This design comes from an exercise in tuning for small area, a short achievable clock period and few clock cycles per item on the open sky130 flow, not from production work. In this exercise RTL edits were held to simulation tests only and were not proved equivalent to the original.

==> constraint.sdc <==
create_clock -name core_clock -period 14.0 [get_ports {Clock}]
set_input_delay 2.8000 -clock core_clock [delete_from_list [all_inputs] [get_ports {Clock}]]
set_output_delay 2.8000 -clock core_clock [all_outputs]
set_load 0.01 [all_outputs]
==> run.sh <==
#!/bin/bash
# synth_recipe.tcl (not shown) runs the flow's synth.tcl, then flattens the netlist and writes it again
# the make line also repeats each setting of config.mk as NAME=value (left out here)
make -C /OpenROAD-flow-scripts/flow DESIGN_CONFIG=/design/flow/config.mk WORK_HOME=/design/flow/orfs CLKGATE_MAP_FILE= SYNTH_SCRIPT=/design/flow/synth_recipe.tcl finish
==> design.v <==
`timescale 1ns/100ps
package idct_pkg;
	typedef logic [17:0] sram_addr_t;
	typedef logic [15:0] sram_word_t;
	typedef logic signed [15:0] coeff_t;   
	typedef logic signed [31:0] acc_t;     
	typedef logic [7:0] pixel_t;
	typedef logic [5:0] blk_col_t;   
	typedef logic [4:0] blk_row_t;   
	typedef logic [4:0] sp_addr_t;    
	typedef logic [5:0] t_addr_t;     
	typedef logic [31:0] ram_word_t;
	localparam sram_addr_t PRE_IDCT_BASE = 18'd76800;
	localparam sram_addr_t Y_OUT_BASE = 18'd0;
	localparam sram_addr_t COEFF_ROW_STRIDE = 18'd320;   
	localparam sram_addr_t PIXEL_ROW_STRIDE = 18'd160;   
	localparam int BLOCK_SIZE = 8;
	localparam int T_SHIFT = 8;
	localparam int S_SHIFT = 16;
	localparam int SRAM_READ_LATENCY = 2;   
	typedef enum logic [2:0] {
		IDLE,
		FETCH,
		ROW_PASS,
		COL_PASS,
		DRAIN,
		FINISH
	} idct_phase_t;
endpackage
`timescale 1ns/100ps
module dual_port_ram (
	input logic Clock,
	input idct_pkg::t_addr_t rd_addr,
	output idct_pkg::ram_word_t rd_data,   
	input idct_pkg::t_addr_t wr_addr,
	input idct_pkg::ram_word_t wr_data,
	input logic wr_en   
);
	idct_pkg::ram_word_t mem [0:63];
	always_ff @(posedge Clock) begin
		if (wr_en) begin
			mem[wr_addr] <= wr_data;
		end
		rd_data <= mem[rd_addr];   
	end
endmodule
`timescale 1ns/100ps
module dct_coeff_rom (
	input logic [5:0] coef_sel_a,
	input logic [5:0] coef_sel_b,
	output idct_pkg::coeff_t coef_a,
	output idct_pkg::coeff_t coef_b
);
	function automatic idct_pkg::coeff_t cos_entry(input logic [5:0] idx);
		logic [6:0] prod;
		logic [4:0] ang;
		logic [4:0] fold;
		logic [4:0] mag_sel;
		logic neg;
		idct_pkg::coeff_t mag;
		prod = {3'b000, idx[2:0], 1'b1} * {4'b0000, idx[5:3]};   
		ang = prod[4:0];                       
		fold = ang[4] ? (5'd0 - ang) : ang;    
		neg = (fold > 5'd8);                   
		mag_sel = neg ? (5'd16 - fold) : fold;
		case (mag_sel)
			5'd1: mag = 16'sd2008;
			5'd2: mag = 16'sd1892;
			5'd3: mag = 16'sd1702;
			5'd4: mag = 16'sd1448;
			5'd5: mag = 16'sd1137;
			5'd6: mag = 16'sd783;
			5'd7: mag = 16'sd399;
			default: mag = 16'sd1448;   
		endcase
		cos_entry = neg ? -mag : mag;
	endfunction
	assign coef_a = cos_entry(coef_sel_a);
	assign coef_b = cos_entry(coef_sel_b);
endmodule
`timescale 1ns/100ps
module block_fetch (
	input logic Clock,
	input logic resetn,
	input logic fetch_go,
	input idct_pkg::blk_col_t block_col,
	input idct_pkg::blk_row_t block_row,
	input idct_pkg::sram_word_t SRAM_read_data,
	output idct_pkg::sram_addr_t fetch_addr,
	output logic fetch_done,
	output idct_pkg::t_addr_t sp_wr_addr,
	output idct_pkg::ram_word_t sp_wr_data,
	output logic sp_wr_en
);
	logic active;
	logic [2:0] col;
	logic [2:0] row;
	idct_pkg::sram_addr_t row_base;
	logic [idct_pkg::SRAM_READ_LATENCY-1:0] rd_pipe;   
	logic data_valid;
	logic [5:0] rx_cnt;   
	idct_pkg::sram_word_t even_hold;
	idct_pkg::sp_addr_t pair_addr;
	assign fetch_addr = row_base + idct_pkg::sram_addr_t'(col);
	assign data_valid = rd_pipe[idct_pkg::SRAM_READ_LATENCY-1];
	assign pair_addr = rx_cnt[5:1];
	always_ff @(posedge Clock or negedge resetn) begin
		if (!resetn) begin
			active <= 1'b0;
			col <= 3'd0;
			row <= 3'd0;
			row_base <= '0;
			rd_pipe <= '0;
			rx_cnt <= 6'd0;
			sp_wr_en <= 1'b0;
			fetch_done <= 1'b0;
		end else begin
			rd_pipe <= {rd_pipe[idct_pkg::SRAM_READ_LATENCY-2:0], active};
			sp_wr_en <= data_valid && rx_cnt[0];   
			fetch_done <= data_valid && (rx_cnt == 6'd63);
			if (data_valid) begin
				rx_cnt <= rx_cnt + 6'd1;
			end
			if (fetch_go) begin
				active <= 1'b1;
				col <= 3'd0;
				row <= 3'd0;
				rx_cnt <= 6'd0;
				row_base <= idct_pkg::PRE_IDCT_BASE
					+ idct_pkg::sram_addr_t'({block_row, 3'b000}) * idct_pkg::COEFF_ROW_STRIDE
					+ idct_pkg::sram_addr_t'({block_col, 3'b000});
			end else if (active) begin
				if (col == 3'(idct_pkg::BLOCK_SIZE - 1)) begin
					col <= 3'd0;
					row <= row + 3'd1;
					row_base <= row_base + idct_pkg::COEFF_ROW_STRIDE;   
					if (row == 3'(idct_pkg::BLOCK_SIZE - 1)) begin
						active <= 1'b0;
					end
				end else begin
					col <= col + 3'd1;
				end
			end
		end
	end
	always_ff @(posedge Clock) begin
		if (data_valid) begin
			if (!rx_cnt[0]) begin
				even_hold <= SRAM_read_data;
			end else begin
				sp_wr_data <= {even_hold, SRAM_read_data};   
				sp_wr_addr <= {1'b0, pair_addr};
			end
		end
	end
endmodule
`timescale 1ns/100ps
module matrix_mac (
	input logic Clock,
	input logic resetn,
	input logic row_go,
	input logic col_go,
	output logic pass_done,
	output logic pix_valid,
	output idct_pkg::pixel_t [1:0] pix_pair,
	output logic [4:0] pix_index,
	output logic [5:0] coef_sel_a,
	output logic [5:0] coef_sel_b,
	input idct_pkg::coeff_t coef_a,
	input idct_pkg::coeff_t coef_b,
	output idct_pkg::t_addr_t sp_rd_addr,
	input idct_pkg::ram_word_t sp_rd_data,
	output idct_pkg::t_addr_t t_wr_addr,
	output idct_pkg::ram_word_t t_wr_data,
	output logic t_wr_en,
	output idct_pkg::t_addr_t t_rd_addr,
	input idct_pkg::ram_word_t t_rd_data
);
	logic run;
	logic is_col;   
	logic [1:0] beat;
	logic [5:0] elem;
	logic v1;
	logic [1:0] beat1;
	logic [5:0] elem1;
	logic last_beat;
	logic [2:0] sel_col;
	idct_pkg::sp_addr_t sp_addr;
	idct_pkg::coeff_t op_a;
	idct_pkg::coeff_t op_b;
	idct_pkg::acc_t prod_a;
	idct_pkg::acc_t prod_b;
	idct_pkg::acc_t acc;
	idct_pkg::acc_t sum;
	idct_pkg::acc_t t_shift;
	idct_pkg::acc_t s_shift;
	idct_pkg::coeff_t t_sat;
	idct_pkg::coeff_t t_hold;
	idct_pkg::pixel_t pix;
	idct_pkg::pixel_t pix_hold;
	assign sp_addr = {elem[5:4], elem[0], beat};
	assign sp_rd_addr = {1'b0, sp_addr};
	assign t_rd_addr = {1'b0, beat, elem[2:0]};   
	assign sel_col = is_col ? elem[5:3] : elem[3:1];
	assign op_a = is_col ? t_rd_data[31:16] : sp_rd_data[31:16];
	assign op_b = is_col ? t_rd_data[15:0] : sp_rd_data[15:0];
	assign prod_a = idct_pkg::acc_t'(op_a) * idct_pkg::acc_t'(coef_a);
	assign prod_b = idct_pkg::acc_t'(op_b) * idct_pkg::acc_t'(coef_b);
	assign sum = ((beat1 == 2'd0) ? idct_pkg::acc_t'(0) : acc) + prod_a + prod_b;
	assign last_beat = v1 && (beat1 == 2'd3);
	assign t_shift = sum >>> idct_pkg::T_SHIFT;
	assign s_shift = sum >>> idct_pkg::S_SHIFT;
	always_comb begin
		if (t_shift > 32'sd32767)
			t_sat = 16'sh7fff;   
		else if (t_shift < -32'sd32768)
			t_sat = 16'sh8000;
		else
			t_sat = t_shift[15:0];
	end
	always_comb begin
		if (s_shift[31])
			pix = 8'd0;
		else if (s_shift > 32'sd255)
			pix = 8'd255;
		else
			pix = s_shift[7:0];   
	end
	always_ff @(posedge Clock or negedge resetn) begin
		if (!resetn) begin
			run <= 1'b0;
			is_col <= 1'b0;
			beat <= 2'd0;
			elem <= 6'd0;
			v1 <= 1'b0;
			beat1 <= 2'd0;
			elem1 <= 6'd0;
			t_wr_en <= 1'b0;
			pix_valid <= 1'b0;
			pass_done <= 1'b0;
		end else begin
			v1 <= run;
			beat1 <= beat;
			elem1 <= elem;
			t_wr_en <= last_beat && !is_col && elem1[0];   
			pix_valid <= last_beat && is_col && elem1[0];    
			pass_done <= last_beat && (elem1 == 6'd63);
			if (row_go || col_go) begin
				run <= 1'b1;
				is_col <= col_go;
				beat <= 2'd0;
				elem <= 6'd0;
			end else if (run) begin
				beat <= beat + 2'd1;
				if (beat == 2'd3) begin
					elem <= elem + 6'd1;
					if (elem == 6'd63) begin
						run <= 1'b0;
					end
				end
			end
		end
	end
	always_ff @(posedge Clock) begin
		coef_sel_a <= {beat, 1'b0, sel_col};   
		coef_sel_b <= {beat, 1'b1, sel_col};   
		if (v1) begin
			acc <= sum;
		end
		if (last_beat) begin
			if (!elem1[0]) begin
				t_hold <= t_sat;
				pix_hold <= pix;
			end
			t_wr_data <= {t_hold, t_sat};
			t_wr_addr <= {1'b0, elem1[5:4], elem1[3:1]};
			pix_pair <= {pix_hold, pix};   
			pix_index <= elem1[5:1];
		end
	end
endmodule
`timescale 1ns/100ps
module block_writeback (
	input logic Clock,
	input logic resetn,
	input logic pix_valid,
	input idct_pkg::pixel_t [1:0] pix_pair,
	input logic [4:0] pix_index,
	input idct_pkg::blk_col_t block_col,
	input idct_pkg::blk_row_t block_row,
	output idct_pkg::sram_addr_t wb_addr,
	output idct_pkg::sram_word_t wb_data,
	output logic wb_we,
	output logic wb_idle
);
	logic [7:0] pix_row;   
	logic [7:0] pix_word;   
	assign pix_row = {block_row, pix_index[4:2]};
	assign pix_word = {block_col, pix_index[1:0]};
	assign wb_idle = !wb_we;
	always_ff @(posedge Clock or negedge resetn) begin
		if (!resetn) begin
			wb_we <= 1'b0;
			wb_addr <= '0;
		end else begin
			wb_we <= pix_valid;   
			if (pix_valid) begin
				wb_addr <= idct_pkg::Y_OUT_BASE
					+ idct_pkg::sram_addr_t'(pix_row) * idct_pkg::PIXEL_ROW_STRIDE
					+ idct_pkg::sram_addr_t'(pix_word);
			end
		end
	end
	always_ff @(posedge Clock) begin
		if (pix_valid) begin
			wb_data <= {pix_pair[1], pix_pair[0]};   
		end
	end
endmodule
`timescale 1ns/100ps
module idct_ctrl (
	input logic Clock,
	input logic resetn,
	input logic start,
	input logic fetch_done,
	input logic pass_done,
	input logic wb_idle,
	input idct_pkg::sram_addr_t fetch_addr,
	input idct_pkg::sram_addr_t wb_addr,
	input idct_pkg::sram_word_t wb_data,
	input logic wb_we,
	output logic fetch_go,
	output logic row_go,
	output logic col_go,
	output idct_pkg::sram_addr_t SRAM_address,
	output idct_pkg::sram_word_t SRAM_write_data,
	output logic SRAM_we_n,
	output logic done
);
	idct_pkg::idct_phase_t state;
	assign SRAM_address = (state == idct_pkg::FETCH) ? fetch_addr : wb_addr;
	assign SRAM_write_data = wb_data;
	assign SRAM_we_n = (state == idct_pkg::FETCH) ? 1'b1 : !wb_we;
	always_ff @(posedge Clock or negedge resetn) begin
		if (!resetn) begin
			state <= idct_pkg::IDLE;
			fetch_go <= 1'b0;
			row_go <= 1'b0;
			col_go <= 1'b0;
			done <= 1'b0;
		end else begin
			fetch_go <= 1'b0;
			row_go <= 1'b0;
			col_go <= 1'b0;
			done <= 1'b0;
			case (state)
				idct_pkg::IDLE: begin
					if (start) begin
						fetch_go <= 1'b1;
						state <= idct_pkg::FETCH;
					end
				end
				idct_pkg::FETCH: begin
					if (fetch_done) begin
						row_go <= 1'b1;   
						state <= idct_pkg::ROW_PASS;
					end
				end
				idct_pkg::ROW_PASS: begin
					if (pass_done) begin
						col_go <= 1'b1;   
						state <= idct_pkg::COL_PASS;
					end
				end
				idct_pkg::COL_PASS: begin
					if (pass_done) state <= idct_pkg::DRAIN;
				end
				idct_pkg::DRAIN: begin
					if (wb_idle) state <= idct_pkg::FINISH;   
				end
				idct_pkg::FINISH: begin
					done <= 1'b1;
					state <= idct_pkg::IDLE;
				end
				default: state <= idct_pkg::IDLE;
			endcase
		end
	end
endmodule
`timescale 1ns/100ps
module idct_top (
	input logic Clock,
	input logic resetn,
	input logic start,
	input idct_pkg::blk_col_t block_col,
	input idct_pkg::blk_row_t block_row,
	input idct_pkg::sram_word_t SRAM_read_data,
	output idct_pkg::sram_word_t SRAM_write_data,
	output idct_pkg::sram_addr_t SRAM_address,
	output logic SRAM_we_n,
	output logic done
);
	logic fetch_go;
	logic row_go;
	logic col_go;
	logic fetch_done;
	logic pass_done;
	logic wb_idle;
	logic wb_we;
	logic pix_valid;
	idct_pkg::sram_addr_t fetch_addr;
	idct_pkg::sram_addr_t wb_addr;
	idct_pkg::sram_word_t wb_data;
	idct_pkg::pixel_t [1:0] pix_pair;
	logic [4:0] pix_index;
	logic [5:0] coef_sel_a;
	logic [5:0] coef_sel_b;
	idct_pkg::coeff_t coef_a;
	idct_pkg::coeff_t coef_b;
	idct_pkg::t_addr_t sp_rd_addr;
	idct_pkg::ram_word_t sp_rd_data;
	idct_pkg::t_addr_t sp_wr_addr;
	idct_pkg::ram_word_t sp_wr_data;
	logic sp_wr_en;
	idct_pkg::t_addr_t t_rd_addr;
	idct_pkg::ram_word_t t_rd_data;
	idct_pkg::t_addr_t t_wr_addr;
	idct_pkg::ram_word_t t_wr_data;
	logic t_wr_en;
	idct_ctrl ctrl_unit (
		.Clock(Clock), .resetn(resetn), .start(start),
		.fetch_done(fetch_done), .pass_done(pass_done), .wb_idle(wb_idle),
		.fetch_addr(fetch_addr), .wb_addr(wb_addr), .wb_data(wb_data), .wb_we(wb_we),
		.fetch_go(fetch_go), .row_go(row_go), .col_go(col_go),
		.SRAM_address(SRAM_address), .SRAM_write_data(SRAM_write_data),
		.SRAM_we_n(SRAM_we_n), .done(done)
	);
	block_fetch fetch_unit (
		.Clock(Clock), .resetn(resetn), .fetch_go(fetch_go),
		.block_col(block_col), .block_row(block_row), .SRAM_read_data(SRAM_read_data),
		.fetch_addr(fetch_addr), .fetch_done(fetch_done),
		.sp_wr_addr(sp_wr_addr), .sp_wr_data(sp_wr_data), .sp_wr_en(sp_wr_en)
	);
	matrix_mac mac_unit (
		.Clock(Clock), .resetn(resetn), .row_go(row_go), .col_go(col_go),
		.pass_done(pass_done), .pix_valid(pix_valid), .pix_pair(pix_pair),
		.pix_index(pix_index), .coef_sel_a(coef_sel_a), .coef_sel_b(coef_sel_b),
		.coef_a(coef_a), .coef_b(coef_b),
		.sp_rd_addr(sp_rd_addr), .sp_rd_data(sp_rd_data),
		.t_wr_addr(t_wr_addr), .t_wr_data(t_wr_data), .t_wr_en(t_wr_en),
		.t_rd_addr(t_rd_addr), .t_rd_data(t_rd_data)
	);
	block_writeback wb_unit (
		.Clock(Clock), .resetn(resetn), .pix_valid(pix_valid), .pix_pair(pix_pair),
		.pix_index(pix_index), .block_col(block_col), .block_row(block_row),
		.wb_addr(wb_addr), .wb_data(wb_data), .wb_we(wb_we), .wb_idle(wb_idle)
	);
	dual_port_ram sp_ram (
		.Clock(Clock), .rd_addr(sp_rd_addr), .rd_data(sp_rd_data),
		.wr_addr(sp_wr_addr), .wr_data(sp_wr_data), .wr_en(sp_wr_en)
	);
	dual_port_ram t_ram (
		.Clock(Clock), .rd_addr(t_rd_addr), .rd_data(t_rd_data),
		.wr_addr(t_wr_addr), .wr_data(t_wr_data), .wr_en(t_wr_en)
	);
	dct_coeff_rom coeff_rom (
		.coef_sel_a(coef_sel_a), .coef_sel_b(coef_sel_b),
		.coef_a(coef_a), .coef_b(coef_b)
	);
endmodule
==> config.mk <==
export PLATFORM = sky130hd
export DESIGN_NAME = idct_top
export DESIGN_NICKNAME = idct_top
export VERILOG_FILES = /design/flow/design.v
export SDC_FILE = /design/flow/constraint.sdc
export NUM_CORES = 4
export LEC_CHECK = 0
export CAP_MARGIN = 20
export CORE_MARGIN = 2
export CORE_UTILIZATION = 40
export SLEW_MARGIN = 20
==> impl_summary.txt <==
----------------------------------------------------
[Final layout]
  Most common cell after layout, fill and taps aside ... sky130_fd_sc_hd__edfxtp_1
  Top library cells by usage in the layout, fill and taps aside ... 2226 x sky130_fd_sc_hd__edfxtp_1, 794 x sky130_fd_sc_hd__inv_1, 640 x sky130_fd_sc_hd__mux4_2
  Net total in the final layout ... between 7000 and 8000
  Fill count ... about 23000
  Fraction of layout cells with a size suffix above 1 ... 0.211
  Final non-filler cell area ... between 100000 and 150000 um^2
  Relative area change from synthesis to final layout ... 11.9%

[STA]
  Total negative slack for setup checks ... 0 ns
  Period Utilization, post-route ... 0.911
  Relative slew slack ... 0.215
  Count of final setup violators ... 0
  Worst Max-Slew Pin Slew ... about 1.1 ns
  Peak Freq ... a little under 80 MHz
  Final Critical Period ... approximately 13 ns
  Setup repair after global routing missed its margin ... false
  Number of max-slew violations in the final report ... 0
  Max Clock Skew ... 0.0655 ns
  Final Hold Vio Count ... 0
  Setup slack after layout ... about 1.2 ns

[CTS]
  Number of gates resized after CTS ... 0
  Post-CTS setup repair buffer count ... 0
  Clock latency on the worst-skew pair ... about 0.89 ns
  Root cell of the clock tree ... sky130_fd_sc_hd__clkbuf_16
  Deepest clock path buffer count ... 4
  CTS sink cnt ... 2374
  Cts bufs inserted ... 231
  Post-CTS clock slew at the launch and capture registers of the worst setup and hold paths ... 0.06 ns
  CTS H-tree depth ... 4
  Post-cts hold buffer count ... 0
  TritonCTS clock tree ... built

[Place]
  Port buffer count ... 65
  Placed Instance Area ... between 100000 and 150000 um^2
  Gp weighted congestion ... 0.892
  Placed wire-length estimate after detailed placement ... 169 mm
  Worst setup slack before clock tree synthesis ... 1.36 ns

[Yosys]
  Total of warnings raised by yosys ... 6
  Cell variety after synth ... 82
  Count of state elements after synthesis ... between 2000 and 2500
  Portion of netlist area occupied by mux cells ... 0.148
  Number of flops mapped to enable cells by yosys ... ~2200
  Area of the mapped netlist ... approximately 110000 um^2
  Compound-gate portion of the synthesized area ... 0.0108
  Post-Syn Area per Cell ... 18.3 um^2
  Async S/R FF share, synth ... 0.0333
  Sequential cell area fraction in the yosys report ... 0.637
  Fraction of the mapped netlist area in simple logic gates ... 0.0296
  Dominant combinational cell family by area after synthesis ... multiplexers
  Xor/xnor share of the synthesized area ... 0.00856
  Area share of fa/ha/maj cells after synthesis ... 0.131
  Cell count after synthesis ... around 6000
  Net count of the mapped netlist ... a little under 7000
  Most frequently used flop master after synthesis ... sky130_fd_sc_hd__edfxtp_1

[Run status]
  Outcome ... no timing/DRC/antenna violations

[Worst setup path]
  Endpoint class of the critical path ... flop
  Worst stage delay on the critical path ... ~0.87 ns
  Arrival time of data at the critical path endpoint ... approximately 13 ns
  Number of buffers and inverters on the critical path ... 7
  Maximum fanout along the worst path ... 37
  Cell type with the highest occurrence count on the critical path ... sky130_fd_sc_hd__fa_1
  Kind of launch point of the worst setup path ... flop
  Slowest cell on the critical path ... sky130_fd_sc_hd__nor3_1
  Critical path data required time ... 14.54 ns
  Critical setup path kind ... flop to flop
  Delay-heaviest family, CP ... adder cells

[Run]
  Count of max-cap constraint violations ... 0

[Global routing]
  Via count of the first global-routing pass ... between 50000 and 60000
  Total global-route track usage ... 0.202
  Leftover overflow at the end of global routing ... 0
  Initial antenna violation count ... 12
  Largest net degree at the start of global routing ... just over 100
  First-pass GRT wire length ... 408 mm

[Worst hold path]
  Path category of the worst min-delay check ... flop to flop

[Floorplanning]
  Placeable Area ... approximately 270000 um^2
  Vertical die dimension ... around 530 um
  Area enclosed by the die boundary ... roughly 280000 um^2
  I/O Pins ... 66
  Horiz. Die Dim ... between 500 and 600 um
  Initial Util ... 0.402
  Count of standard-cell rows ... roughly 190

[Drt]
  Initial DRC Count ... 5384
  Drt wl/cell ... about 28 um
  Pre-antenna DRT Iters ... 6
  Count of nets left with antenna violations after detail routing ... 0
  Post-DR vias/cell ... ~5.5
  Total number of vias ... 54700
  DRC violation count after routing ... 0
  Overall routed net length ... roughly 280 mm

----------------------------------------------------
[routing by layer]
layer	share of wire	track usage
met5	0	0
met1	0.43	0.286
met4	0.022	0.0447
met2	0.49	0.336
met3	0.057	0.0248
[synth_stat cells, drive strengths merged, types with 3 or more instances]
library cell	instances	area (um^2)
or3	7	43.8
o21ai	57	323
o22ai	3	18.8
clkbuf	164	616
nor3	15	85.1
mux4	640	14400
mux2	130	1460
nand2	325	1220
dfrtp	79	1980
ha	181	2260
nor2	267	1000
a21oi	56	284
o21bai	3	22.5
a211oi	3	27.5
fa	605	12100
or2	7	43.8
nand3	22	110
and2	17	109
xnor2	70	647
o41ai	4	57.6
dfxtp	69	1380
or3b	3	26.3
and3	9	61.3
inv	798	3000
a21o	13	97.6
mux2i	39	390
a31oi	8	50.1
xor2	30	270
buf	61	251
o211ai	4	35.0
edfxtp	2226	66800
nor2b	43	269
o21a	4	30.0
nand2b	19	119
nand3b	10	75.1
[logic make-up (layout without fill, tap and decap cells)]
kind of cell,Yosys count,count (layout)
other cells,0,1
mux,809,809
fa+ha+maj,788,788
xor+xnor,101,101
buf+inv,1023,1407
compound gates,175,175
flops,2374,2374
simple gates,754,754
[worst paths after layout]
path | start | cells past startpoint | slack (ns) | end
setup reg to reg | mac_unit.coef_sel_b[4]$_DFF_P_ | 37 | 1.24 | mac_unit.t_wr_data[0]$_DFFE_PP_
max in group asynchronous | resetn | 2 | 11.04 | mac_unit.elem[4]$_DFFE_PN0P_
setup / recovery | mac_unit.coef_sel_b[4]$_DFF_P_ | 37 | 1.24 | mac_unit.t_wr_data[0]$_DFFE_PP_
hold / removal | fetch_unit.rd_pipe[0]$_DFF_PN0_ | 0 | 0.41 | fetch_unit.rd_pipe[1]$_DFF_PN0_
hold reg to reg | fetch_unit.rd_pipe[0]$_DFF_PN0_ | 0 | 0.41 | fetch_unit.rd_pipe[1]$_DFF_PN0_
min in group asynchronous | resetn | 1 | 1.91 | wb_unit.wb_addr[10]$_DFFE_PN0P_
[metrics by stage]
step,cells,hold WS [ns],utilization
finish,9998,0.413,0.450
global route,9997,0.424,0.450
CTS,9991,0.408,0.450
detailed placement,9574,0.376,0.424
global placement,9574,0.403,0.424
floorplan,6024,0.331,-
[flip-flops by register name (all words and copies together), names as in the netlist, 17 cells and up]
name / flops
wb_unit.wb_addr: 17
mac_unit.t_wr_data: 32
mac_unit.acc: 32
t_ram.rd_data: 32
sp_ram.rd_data: 32
sp_ram.mem: 1024
fetch_unit.sp_wr_data: 32
t_ram.mem: 1024
[area by class of cell]
cell class,count,area [um^2],share of cell area
Sequential cell,2374,70200,0.570
Timing Repair Buffer,192,1670,0.0135
Inverter,798,3000,0.0243
Antenna cell,1,2.50,0.0000203
Multi-Input combinational cell,2627,36600,0.297
Clock inverter,127,1110,0.00901
Clock buffer,290,6140,0.0498
Tap cell,3589,4490,0.0364
Testbench counts, summed over its fixed seeds: cycles 151,040, blocks 256.

port drivers added, routing unchanged:
The results above use ideal ports. As a check the final layout listed here was re-extracted and re-timed, cells and wires unchanged. Step 1, drivers: a clkbuf_16 drives Clock and a buf_2 each remaining input, both assumed. Step 2 times the ports against the registers' clock, not the clock port: input delays grow and output delays shrink by t, the midpoint of the rising clock arrivals with the driver on. Slacks: no drivers / after step 1 / after step 2; pairs: no drivers / after step 1.
shift t [ns]: 0.945
setup WS [ns]: 1.242 / 1.242 / 1.242
hold WS [ns]: 0.413 / 0.413 / 0.413
clock arrival spread, ns: 0.067 / 0.067
worst register clock-pin slew, ns: 0.07 / 0.07
After both steps setup and hold are still met in this run. For this run, drivers alone change the setup slack by 0.000 ns; drivers and shift together by 0.000 ns.
